Context: an optimization exercise on an open-source flow, tuned for small area and a short achievable clock period. The choices shown serve that exercise and are no tape-out recipe. Where RTL was checked, it was by simulation tests only, not by an equivalence proof against the original. Power figures rest on the tool's default switching activity, not on a simulated workload.

== old ==
==> module socks4a_request_filter, before the edit <==
module socks4a_request_filter (
  input  wire logic        clk,
  input  wire logic        rst_n,
  input  wire logic        in_valid,
  output logic             in_ready,
  input  wire logic [7:0]  in_req_byte,
  input  wire logic        in_end_of_request,
  output logic             out_valid,
  input  wire logic        out_ready,
  output logic [7:0]       out_reply_byte,
  output logic             out_reply_final,
  output logic             out_granted,
  output logic             out_is_socks4a,
  output logic             out_is_bind,
  input  wire logic        cfg_valid,
  output logic             cfg_ready,
  input  wire logic [2:0]  cfg_index,
  input  wire logic [37:0] cfg_data
);
  logic [5:0]  rv;             
  logic [5:0]  rk;             
  logic [3:0]  rw [6];         
  logic [31:0] ra [6];         
  logic [15:0] bp;             
  logic        bpf;            
  logic [12:0] pos;
  logic        c1, c2;         
  logic [15:0] port;
  logic [31:0] addr;
  logic [1:0]  nul;
  logic        g7;             
  logic        rvld;
  logic        bsy;            
  logic        last;           
  logic        rg, r4a, rb;
  logic [15:0] rport;
  logic [31:0] raddr;
  assign cfg_ready = 1'b1;
  always_ff @(posedge clk) begin
    if (cfg_valid && cfg_index == 3'd0) bp <= cfg_data[15:0];
    if (!rst_n) bpf <= 1'b0;
    else if (cfg_valid && cfg_index == 3'd0) bpf <= 1'b1;
  end
  for (genvar i = 0; i < 6; i++) begin : g_rule
    always_ff @(posedge clk) begin
      if (cfg_valid && cfg_index == 3'(i + 1)) begin
        rk[i] <= cfg_data[36];
        rw[i] <= cfg_data[35:32];
        ra[i] <= cfg_data[31:0];
      end
      if (!rst_n) rv[i] <= 1'b0;
      else if (cfg_valid && cfg_index == 3'(i + 1)) rv[i] <= cfg_data[37];
    end
  end
  logic hdr;                   
  logic over;                  
  logic is1, is2, is3, is4, is5, is6, is7, ge7;
  assign hdr  = (pos[12:3] == 10'd0);
  assign over = pos[12];
  assign is1 = hdr && pos[2:0] == 3'd1;
  assign is2 = hdr && pos[2:0] == 3'd2;
  assign is3 = hdr && pos[2:0] == 3'd3;
  assign is4 = hdr && pos[2:0] == 3'd4;
  assign is5 = hdr && pos[2:0] == 3'd5;
  assign is6 = hdr && pos[2:0] == 3'd6;
  assign is7 = hdr && pos[2:0] == 3'd7;
  assign ge7 = !hdr || pos[2:0] == 3'd7;
  logic out_take, out_last, in_take, in_end, reply_ok, load;
  assign out_take  = rvld && out_ready;
  assign out_last  = out_take && last;
  assign in_ready  = !(in_end_of_request && (bsy || (last && !out_ready)));
  assign in_take   = in_valid && (!rvld || out_last || !in_end_of_request);
  assign in_end    = in_take && in_end_of_request;
  assign reply_ok  = ge7 && (c1 || c2);
  assign load      = in_end && reply_ok;
  always_ff @(posedge clk) begin
    if (is1) begin
      c1 <= (in_req_byte == 8'd1);
      c2 <= (in_req_byte == 8'd2);
    end
    if (is2) port[15:8]  <= in_req_byte;
    if (is3) port[7:0]   <= in_req_byte;
    if (is4) addr[31:24] <= in_req_byte;
    if (is5) addr[23:16] <= in_req_byte;
    if (is6) addr[15:8]  <= in_req_byte;
    if (is7) addr[7:0]   <= in_req_byte;
  end
  logic nul_byte;
  assign nul_byte = (in_req_byte == 8'd0) && !hdr && !over;
  always_ff @(posedge clk) begin
    if (!rst_n || in_end) begin
      pos <= '0;
      nul <= '0;
    end else if (in_take) begin
      if (!over) pos <= pos + 13'd1;
      if (nul_byte && nul != 2'd2) nul <= nul + 2'd1;
    end
  end
  logic [5:0] part, part_nx, hit;
  logic       none, g_in;
  for (genvar i = 0; i < 6; i++) begin : g_match
    assign part_nx[i] = rv[i] && (rk[i] ? c2 : c1) &&
                        (rw[i][0] || ra[i][31:24] == addr[31:24]) &&
                        (rw[i][1] || ra[i][23:16] == addr[23:16]) &&
                        (rw[i][2] || ra[i][15:8]  == in_req_byte);
    assign hit[i]     = part[i] && (rw[i][3] || ra[i][7:0] == in_req_byte);
  end
  assign none = !(|rv);
  assign g_in = (|hit) || none;
  always_ff @(posedge clk) begin
    if (is6) part <= part_nx;
  end
  always_ff @(posedge clk) begin
    if (is7) g7 <= g_in;
  end
  logic rep_en;
  assign rep_en = !rvld || out_last;
  always_ff @(posedge clk) begin
    if (rep_en) begin
      rg    <= is7 ? g_in : g7;
      r4a   <= (nul == 2'd2) || (nul == 2'd1 && nul_byte);
      rb    <= c2;
      rport <= port;
      raddr <= {addr[31:8], is7 ? in_req_byte : addr[7:0]};
    end
  end
  logic [7:0]  bt;
  logic [7:0]  ob, nb;
  logic [15:0] bpv;
  assign bpv  = bpf ? bp : 16'd0;
  assign last = bt[7];
  assign nb = ({8{bt[0]}} & {7'b0101101, !rg}) |
              ({8{bt[1]}} & (rb ? bpv[15:8] : rport[15:8])) |
              ({8{bt[2]}} & (rb ? bpv[7:0]  : rport[7:0])) |
              ({8{bt[3] && !rb}} & raddr[31:24]) |
              ({8{bt[4] && !rb}} & raddr[23:16]) |
              ({8{bt[5] && !rb}} & raddr[15:8]) |
              ({8{bt[6] && !rb}} & raddr[7:0]);
  always_ff @(posedge clk) begin
    if (!rst_n) begin
      rvld <= 1'b0;
      bsy  <= 1'b0;
      bt   <= 8'd1;
      ob   <= '0;
    end else begin
      rvld <= load || (rvld && !out_last);
      bsy  <= load || (bsy && !(out_take && bt[6]));
      if (out_take) begin
        bt <= {bt[6:0], bt[7]};
        ob <= nb;
      end
    end
  end
  assign out_valid       = rvld;
  assign out_reply_byte  = ob;
  assign out_reply_final = last;
  assign out_granted     = rg;
  assign out_is_socks4a  = r4a;
  assign out_is_bind     = rb;
endmodule
clock: 4.5 ns
lec_check: 0
cap_margin: 20
core_margin: 2
core_utilization: 40
place_density: 0.6
setup_slack_margin: 2.3
slew_margin: 20
standard.sh (not shown) runs the stock make flow with config.mk's settings and CLKGATE_MAP_FILE= SYNTH_SCRIPT=/design/flow/synth_recipe.tcl, a recipe that flattens the netlist after the stock synthesis.
==> flow/flow/run.sh <==
#!/bin/bash
# The standard layout (the standard.sh: standard synthesis, floorplan,
# placement, CTS, routing), with two changes:
#  - the port buffers that global placement inserts on every input and output
#    are sky130_fd_sc_hd__buf_2 instead of the delay-buffer cell that
#    buffer_ports picks on its own;
#  - clock tree synthesis uses larger sink clusters and no dummy loads.
set -uo pipefail
bash standard.sh "BUFFER_PORTS_ARGS=-buffer_cell sky130_fd_sc_hd__buf_2" \
  "CTS_ARGS=-sink_clustering_enable -repair_clock_nets -dont_use_dummy_load -buf_list sky130_fd_sc_hd__clkbuf_8 -sink_clustering_size 16 -sink_clustering_max_diameter 50" \
  finish > standard.log 2>&1
Edits applied to the flow inputs when going from old to new:
-- flow/design.v --
<<< old, line 64
  logic        g7;             
  logic        rvld;
  logic        bsy;            
  logic        last;           
  logic        rg, r4a, rb;
  logic [15:0] rport;
>>> new, line 64
  logic        g7;             
  logic        rvld;
  logic        last;           
  logic [2:0]  beat;
  logic        rg, r4a, rb;
  logic [15:0] rport;
<<< old, line 102
  assign out_take  = rvld && out_ready;
  assign out_last  = out_take && last;
  assign in_ready  = !(in_end_of_request && (bsy || (last && !out_ready)));
  assign in_take   = in_valid && (!rvld || out_last || !in_end_of_request);
  assign in_end    = in_take && in_end_of_request;
  assign reply_ok  = ge7 && (c1 || c2);
>>> new, line 102
  assign out_take  = rvld && out_ready;
  assign out_last  = out_take && last;
  assign in_ready  = !rvld || out_last || !in_end_of_request;
  assign in_take   = in_valid && in_ready;
  assign in_end    = in_take && in_end_of_request;
  assign reply_ok  = ge7 && (c1 || c2);
<<< old, line 154
      r4a   <= (nul == 2'd2) || (nul == 2'd1 && nul_byte);
      rb    <= c2;
      rport <= port;
      raddr <= {addr[31:8], is7 ? in_req_byte : addr[7:0]};
    end
  end
  logic [7:0]  bt;
  logic [7:0]  ob, nb;
  logic [15:0] bpv;
  assign bpv  = bpf ? bp : 16'd0;
  assign last = bt[7];
  assign nb = ({8{bt[0]}} & {7'b0101101, !rg}) |
              ({8{bt[1]}} & (rb ? bpv[15:8] : rport[15:8])) |
              ({8{bt[2]}} & (rb ? bpv[7:0]  : rport[7:0])) |
              ({8{bt[3] && !rb}} & raddr[31:24]) |
              ({8{bt[4] && !rb}} & raddr[23:16]) |
              ({8{bt[5] && !rb}} & raddr[15:8]) |
              ({8{bt[6] && !rb}} & raddr[7:0]);
  always_ff @(posedge clk) begin
    if (!rst_n) begin
      rvld <= 1'b0;
      bsy  <= 1'b0;
      bt   <= 8'd1;
      ob   <= '0;
    end else begin
      rvld <= load || (rvld && !out_last);
      bsy  <= load || (bsy && !(out_take && bt[6]));
      if (out_take) begin
        bt <= {bt[6:0], bt[7]};
        ob <= nb;
      end
    end
>>> new, line 154
      r4a   <= (nul == 2'd2) || (nul == 2'd1 && nul_byte);
      rb    <= c2;
      rport <= c2 ? (bpf ? bp : 16'd0) : port;
      raddr <= {addr[31:8], is7 ? in_req_byte : addr[7:0]};
    end
  end
  logic [7:0] ob, nb;
  always_comb begin
    case (beat)
      3'd7:    nb = 8'd0;
      3'd0:    nb = {7'b0101101, !rg};
      3'd1:    nb = rport[15:8];
      3'd2:    nb = rport[7:0];
      3'd3:    nb = rb ? 8'd0 : raddr[31:24];
      3'd4:    nb = rb ? 8'd0 : raddr[23:16];
      3'd5:    nb = rb ? 8'd0 : raddr[15:8];
      default: nb = rb ? 8'd0 : raddr[7:0];
    endcase
  end
  always_ff @(posedge clk) begin
    if (!rst_n) begin
      rvld <= 1'b0;
      beat <= '0;
      last <= 1'b0;
      ob   <= '0;
    end else begin
      rvld <= load || (rvld && !out_last);
      if (out_take) begin
        beat <= beat + 3'd1;
        last <= (beat == 3'd6);
        ob   <= nb;
      end
    end
--- outcome ---
new: final non-filler cell area 0.53% above old
Against old, new comes in 0.4 points higher on sequential share of power.
new: minimum clock period after layout is 0.033 ns higher than what old reported.
Looking at number of antenna violations at the first check in global routing, new sits 3 lower than old does.
new: sequential cell count lower than old
Function not checked in old: the RTL went through the layout flow alone.

========
xenon:
Another version of the RTL of socks4a_request_filter (not shown whole).
Size in the first run: ~380 flip-flops, about 70 I/O pins, roughly 0.015 sq mm of cells after synthesis.
==> module socks4a_request_filter, before the edit <==
module socks4a_request_filter (
  input  wire logic        clk,
  input  wire logic        rst_n,
  input  wire logic        in_valid,
  output logic             in_ready,
  input  wire logic [7:0]  in_req_byte,
  input  wire logic        in_end_of_request,
  output logic             out_valid,
  input  wire logic        out_ready,
  output logic [7:0]       out_reply_byte,
  output logic             out_reply_final,
  output logic             out_granted,
  output logic             out_is_socks4a,
  output logic             out_is_bind,
  input  wire logic        cfg_valid,
  output logic             cfg_ready,
  input  wire logic [2:0]  cfg_index,
  input  wire logic [37:0] cfg_data
);
  logic [5:0]  rv;             
  logic [5:0]  rk;             
  logic [3:0]  rw [6];         
  logic [31:0] ra [6];         
  logic [15:0] bp;             
  logic        bpf;            
  logic [12:0] pos;
  logic        c1, c2;         
  logic [15:0] port;
  logic [31:0] addr;
  logic [1:0]  nul;
  logic        g7;             
  logic        rvld;
  logic        last;           
  logic [2:0]  beat;
  logic        rg, r4a, rb;
  logic [15:0] rport;
  logic [31:0] raddr;
  assign cfg_ready = 1'b1;
  always_ff @(posedge clk) begin
    if (cfg_valid && cfg_index == 3'd0) bp <= cfg_data[15:0];
    if (!rst_n) bpf <= 1'b0;
    else if (cfg_valid && cfg_index == 3'd0) bpf <= 1'b1;
  end
  for (genvar i = 0; i < 6; i++) begin : g_rule
    always_ff @(posedge clk) begin
      if (cfg_valid && cfg_index == 3'(i + 1)) begin
        rk[i] <= cfg_data[36];
        rw[i] <= cfg_data[35:32];
        ra[i] <= cfg_data[31:0];
      end
      if (!rst_n) rv[i] <= 1'b0;
      else if (cfg_valid && cfg_index == 3'(i + 1)) rv[i] <= cfg_data[37];
    end
  end
  logic hdr;                   
  logic over;                  
  logic is1, is2, is3, is4, is5, is6, is7, ge7;
  assign hdr  = (pos[12:3] == 10'd0);
  assign over = pos[12];
  assign is1 = hdr && pos[2:0] == 3'd1;
  assign is2 = hdr && pos[2:0] == 3'd2;
  assign is3 = hdr && pos[2:0] == 3'd3;
  assign is4 = hdr && pos[2:0] == 3'd4;
  assign is5 = hdr && pos[2:0] == 3'd5;
  assign is6 = hdr && pos[2:0] == 3'd6;
  assign is7 = hdr && pos[2:0] == 3'd7;
  assign ge7 = !hdr || pos[2:0] == 3'd7;
  logic out_take, out_last, in_take, in_end, reply_ok, load;
  assign out_take  = rvld && out_ready;
  assign out_last  = out_take && last;
  assign in_ready  = !rvld || out_last || !in_end_of_request;
  assign in_take   = in_valid && in_ready;
  assign in_end    = in_take && in_end_of_request;
  assign reply_ok  = ge7 && (c1 || c2);
  assign load      = in_end && reply_ok;
  always_ff @(posedge clk) begin
    if (is1) begin
      c1 <= (in_req_byte == 8'd1);
      c2 <= (in_req_byte == 8'd2);
    end
    if (is2) port[15:8]  <= in_req_byte;
    if (is3) port[7:0]   <= in_req_byte;
    if (is4) addr[31:24] <= in_req_byte;
    if (is5) addr[23:16] <= in_req_byte;
    if (is6) addr[15:8]  <= in_req_byte;
    if (is7) addr[7:0]   <= in_req_byte;
  end
  logic nul_byte;
  assign nul_byte = (in_req_byte == 8'd0) && !hdr && !over;
  always_ff @(posedge clk) begin
    if (!rst_n || in_end) begin
      pos <= '0;
      nul <= '0;
    end else if (in_take) begin
      if (!over) pos <= pos + 13'd1;
      if (nul_byte && nul != 2'd2) nul <= nul + 2'd1;
    end
  end
  logic [5:0] part, part_nx, hit;
  logic       none, g_in;
  for (genvar i = 0; i < 6; i++) begin : g_match
    assign part_nx[i] = rv[i] && (rk[i] ? c2 : c1) &&
                        (rw[i][0] || ra[i][31:24] == addr[31:24]) &&
                        (rw[i][1] || ra[i][23:16] == addr[23:16]) &&
                        (rw[i][2] || ra[i][15:8]  == in_req_byte);
    assign hit[i]     = part[i] && (rw[i][3] || ra[i][7:0] == in_req_byte);
  end
  assign none = !(|rv);
  assign g_in = (|hit) || none;
  always_ff @(posedge clk) begin
    if (is6) part <= part_nx;
  end
  always_ff @(posedge clk) begin
    if (is7) g7 <= g_in;
  end
  logic rep_en;
  assign rep_en = !rvld || out_last;
  always_ff @(posedge clk) begin
    if (rep_en) begin
      rg    <= is7 ? g_in : g7;
      r4a   <= (nul == 2'd2) || (nul == 2'd1 && nul_byte);
      rb    <= c2;
      rport <= port;
      raddr <= {addr[31:8], is7 ? in_req_byte : addr[7:0]};
    end
  end
  logic [7:0]  ob, nb;
  logic [15:0] bpv;
  assign bpv = bpf ? bp : 16'd0;
  always_comb begin
    case (beat)
      3'd7:    nb = 8'd0;
      3'd0:    nb = {7'b0101101, !rg};
      3'd1:    nb = rb ? bpv[15:8] : rport[15:8];
      3'd2:    nb = rb ? bpv[7:0]  : rport[7:0];
      3'd3:    nb = rb ? 8'd0 : raddr[31:24];
      3'd4:    nb = rb ? 8'd0 : raddr[23:16];
      3'd5:    nb = rb ? 8'd0 : raddr[15:8];
      default: nb = rb ? 8'd0 : raddr[7:0];
    endcase
  end
  always_ff @(posedge clk) begin
    if (!rst_n) begin
      rvld <= 1'b0;
      beat <= '0;
      last <= 1'b0;
      ob   <= '0;
    end else begin
      rvld <= load || (rvld && !out_last);
      if (out_take) begin
        beat <= beat + 3'd1;
        last <= (beat == 3'd6);
        ob   <= nb;
      end
    end
  end
  assign out_valid       = rvld;
  assign out_reply_byte  = ob;
  assign out_reply_final = last;
  assign out_granted     = rg;
  assign out_is_socks4a  = r4a;
  assign out_is_bind     = rb;
endmodule
clock: 4.5 ns
lec_check: 0
cap_margin: 20
core_margin: 2
core_utilization: 40
place_density: 0.6
setup_slack_margin: 2.3
slew_margin: 20
Scripts as last shown in full above: flow/flow/run.sh
Edits applied to the flow inputs when going from xenon to cedar:
==> flow/design.v, changed modules only <==
module socks4a_request_filter (
  input  wire logic        clk,
  input  wire logic        rst_n,
  input  wire logic        in_valid,
  output logic             in_ready,
  input  wire logic [7:0]  in_req_byte,
  input  wire logic        in_end_of_request,
  output logic             out_valid,
  input  wire logic        out_ready,
  output logic [7:0]       out_reply_byte,
  output logic             out_reply_final,
  output logic             out_granted,
  output logic             out_is_socks4a,
  output logic             out_is_bind,
  input  wire logic        cfg_valid,
  output logic             cfg_ready,
  input  wire logic [2:0]  cfg_index,
  input  wire logic [37:0] cfg_data
);
  logic [5:0]  rv;             
  logic [5:0]  rk;             
  logic [3:0]  rw [6];         
  logic [31:0] ra [6];         
  logic [15:0] bp;             
  logic        bpf;            
  logic [12:0] pos;
  logic        c1, c2;         
  logic [15:0] port;
  logic [31:0] addr;
  logic [1:0]  nul;
  logic        g7;             
  logic        rvld;
  logic        bsy;            
  logic        last;           
  logic        rg, r4a, rb;
  logic [15:0] rport;
  logic [31:0] raddr;
  assign cfg_ready = 1'b1;
  always_ff @(posedge clk) begin
    if (cfg_valid && cfg_index == 3'd0) bp <= cfg_data[15:0];
    if (!rst_n) bpf <= 1'b0;
    else if (cfg_valid && cfg_index == 3'd0) bpf <= 1'b1;
  end
  for (genvar i = 0; i < 6; i++) begin : g_rule
    always_ff @(posedge clk) begin
      if (cfg_valid && cfg_index == 3'(i + 1)) begin
        rk[i] <= cfg_data[36];
        rw[i] <= cfg_data[35:32];
        ra[i] <= cfg_data[31:0];
      end
      if (!rst_n) rv[i] <= 1'b0;
      else if (cfg_valid && cfg_index == 3'(i + 1)) rv[i] <= cfg_data[37];
    end
  end
  logic hdr;                   
  logic over;                  
  logic is1, is2, is3, is4, is5, is6, is7, ge7;
  assign hdr  = (pos[12:3] == 10'd0);
  assign over = pos[12];
  assign is1 = hdr && pos[2:0] == 3'd1;
  assign is2 = hdr && pos[2:0] == 3'd2;
  assign is3 = hdr && pos[2:0] == 3'd3;
  assign is4 = hdr && pos[2:0] == 3'd4;
  assign is5 = hdr && pos[2:0] == 3'd5;
  assign is6 = hdr && pos[2:0] == 3'd6;
  assign is7 = hdr && pos[2:0] == 3'd7;
  assign ge7 = !hdr || pos[2:0] == 3'd7;
  logic out_take, out_last, in_take, in_end, reply_ok, load;
  assign out_take  = rvld && out_ready;
  assign out_last  = out_take && last;
  assign in_ready  = !(in_end_of_request && (bsy || (last && !out_ready)));
  assign in_take   = in_valid && in_ready;
  assign in_end    = in_take && in_end_of_request;
  assign reply_ok  = ge7 && (c1 || c2);
  assign load      = in_end && reply_ok;
  always_ff @(posedge clk) begin
    if (is1) begin
      c1 <= (in_req_byte == 8'd1);
      c2 <= (in_req_byte == 8'd2);
    end
    if (is2) port[15:8]  <= in_req_byte;
    if (is3) port[7:0]   <= in_req_byte;
    if (is4) addr[31:24] <= in_req_byte;
    if (is5) addr[23:16] <= in_req_byte;
    if (is6) addr[15:8]  <= in_req_byte;
    if (is7) addr[7:0]   <= in_req_byte;
  end
  logic nul_byte;
  assign nul_byte = (in_req_byte == 8'd0) && !hdr && !over;
  always_ff @(posedge clk) begin
    if (!rst_n || in_end) begin
      pos <= '0;
      nul <= '0;
    end else if (in_take) begin
      if (!over) pos <= pos + 13'd1;
      if (nul_byte && nul != 2'd2) nul <= nul + 2'd1;
    end
  end
  logic [5:0] part, part_nx, hit;
  logic       none, g_in;
  for (genvar i = 0; i < 6; i++) begin : g_match
    assign part_nx[i] = rv[i] && (rk[i] ? c2 : c1) &&
                        (rw[i][0] || ra[i][31:24] == addr[31:24]) &&
                        (rw[i][1] || ra[i][23:16] == addr[23:16]);
    assign hit[i]     = part[i] &&
                        (rw[i][2] || ra[i][15:8] == addr[15:8]) &&
                        (rw[i][3] || ra[i][7:0]  == in_req_byte);
  end
  assign none = !(|rv);
  assign g_in = (|hit) || none;
  always_ff @(posedge clk) begin
    if (is6) part <= part_nx;
  end
  always_ff @(posedge clk) begin
    if (is7) g7 <= g_in;
  end
  logic rep_en;
  assign rep_en = !rvld || out_last;
  always_ff @(posedge clk) begin
    if (rep_en) begin
      rg    <= is7 ? g_in : g7;
      r4a   <= (nul == 2'd2) || (nul == 2'd1 && nul_byte);
      rb    <= c2;
      rport <= port;
      raddr <= {addr[31:8], is7 ? in_req_byte : addr[7:0]};
    end
  end
  logic [7:0]  bt;
  logic [7:0]  ob, nb;
  logic [15:0] bpv;
  assign bpv  = bpf ? bp : 16'd0;
  assign last = bt[7];
  assign nb = ({8{bt[0]}} & {7'b0101101, !rg}) |
              ({8{bt[1]}} & (rb ? bpv[15:8] : rport[15:8])) |
              ({8{bt[2]}} & (rb ? bpv[7:0]  : rport[7:0])) |
              ({8{bt[3] && !rb}} & raddr[31:24]) |
              ({8{bt[4] && !rb}} & raddr[23:16]) |
              ({8{bt[5] && !rb}} & raddr[15:8]) |
              ({8{bt[6] && !rb}} & raddr[7:0]);
  always_ff @(posedge clk) begin
    if (!rst_n) begin
      rvld <= 1'b0;
      bsy  <= 1'b0;
      bt   <= 8'd1;
      ob   <= '0;
    end else begin
      rvld <= load || (rvld && !out_last);
      bsy  <= load || (bsy && !(out_take && bt[6]));
      if (out_take) begin
        bt <= {bt[6:0], bt[7]};
        ob <= nb;
      end
    end
  end
  assign out_valid       = rvld;
  assign out_reply_byte  = ob;
  assign out_reply_final = last;
  assign out_granted     = rg;
  assign out_is_socks4a  = r4a;
  assign out_is_bind     = rb;
endmodule
Results
Per the comparison of cedar with xenon, internal portion of total power up about 0.34%, count of antenna diodes in the layout climbed 2, maximum number of pins on one net before global-route repair shows a reduction of 25%, number of placed instances, taps included about even.
Delta (cedar minus xenon): max-slew violation total from the final report has remained practically unchanged; global-route wire length before repair has remained practically unchanged.
| cell count after synthesis | higher: cedar |
Mux share of post-synthesis cell area: xenon and cedar compared, higher one is cedar
In the metrics for xenon and cedar, the one carrying the higher combinational share of power is xenon.
On total length of routed met2 wires, xenon and cedar are neck and neck.
cedar vs. xenon: initial antenna violation count climbed 5, met3 demand-to-capacity share in global routing climbed 0.41 points.
cedar against xenon: minimum clock period rose by 0.061 ns, area taken by multi-input logic gates fell by about 1.1%.
Function was not checked in any run of this note: the RTL went through the layout flow alone.

what the ideal ports hide:
In the flow no input, the clock included, has a driving cell. The finished layouts below were timed again as built, in two steps.
Step 1 assumes that a clkbuf_16 drives the clock port and a buf_2 every other input.
Step 2 also shifts input and output timing later by t, the mid clock arrival at the registers, as if the neighbouring blocks saw the same clock.
a / b / c = ideal / step 1 / step 2; a / b = the first two.
run | t (ns) | setup WS [ns] | slew at the worst register clock pin (ns)
old | 0.611 | 2.314 / 2.279 / 1.712 | 0.10 / 0.10
new | 0.582 | 2.281 / 2.241 / 1.836 | 0.10 / 0.10
xenon | 0.586 | 2.271 / 2.230 / 1.797 | 0.10 / 0.10
cedar | 0.585 | 2.210 / 2.180 / 1.841 | 0.10 / 0.10
After both steps every run listed still meets setup and hold. For old, which loses most, drivers alone change the setup slack by -0.035 ns; drivers and shift together by -0.602 ns.
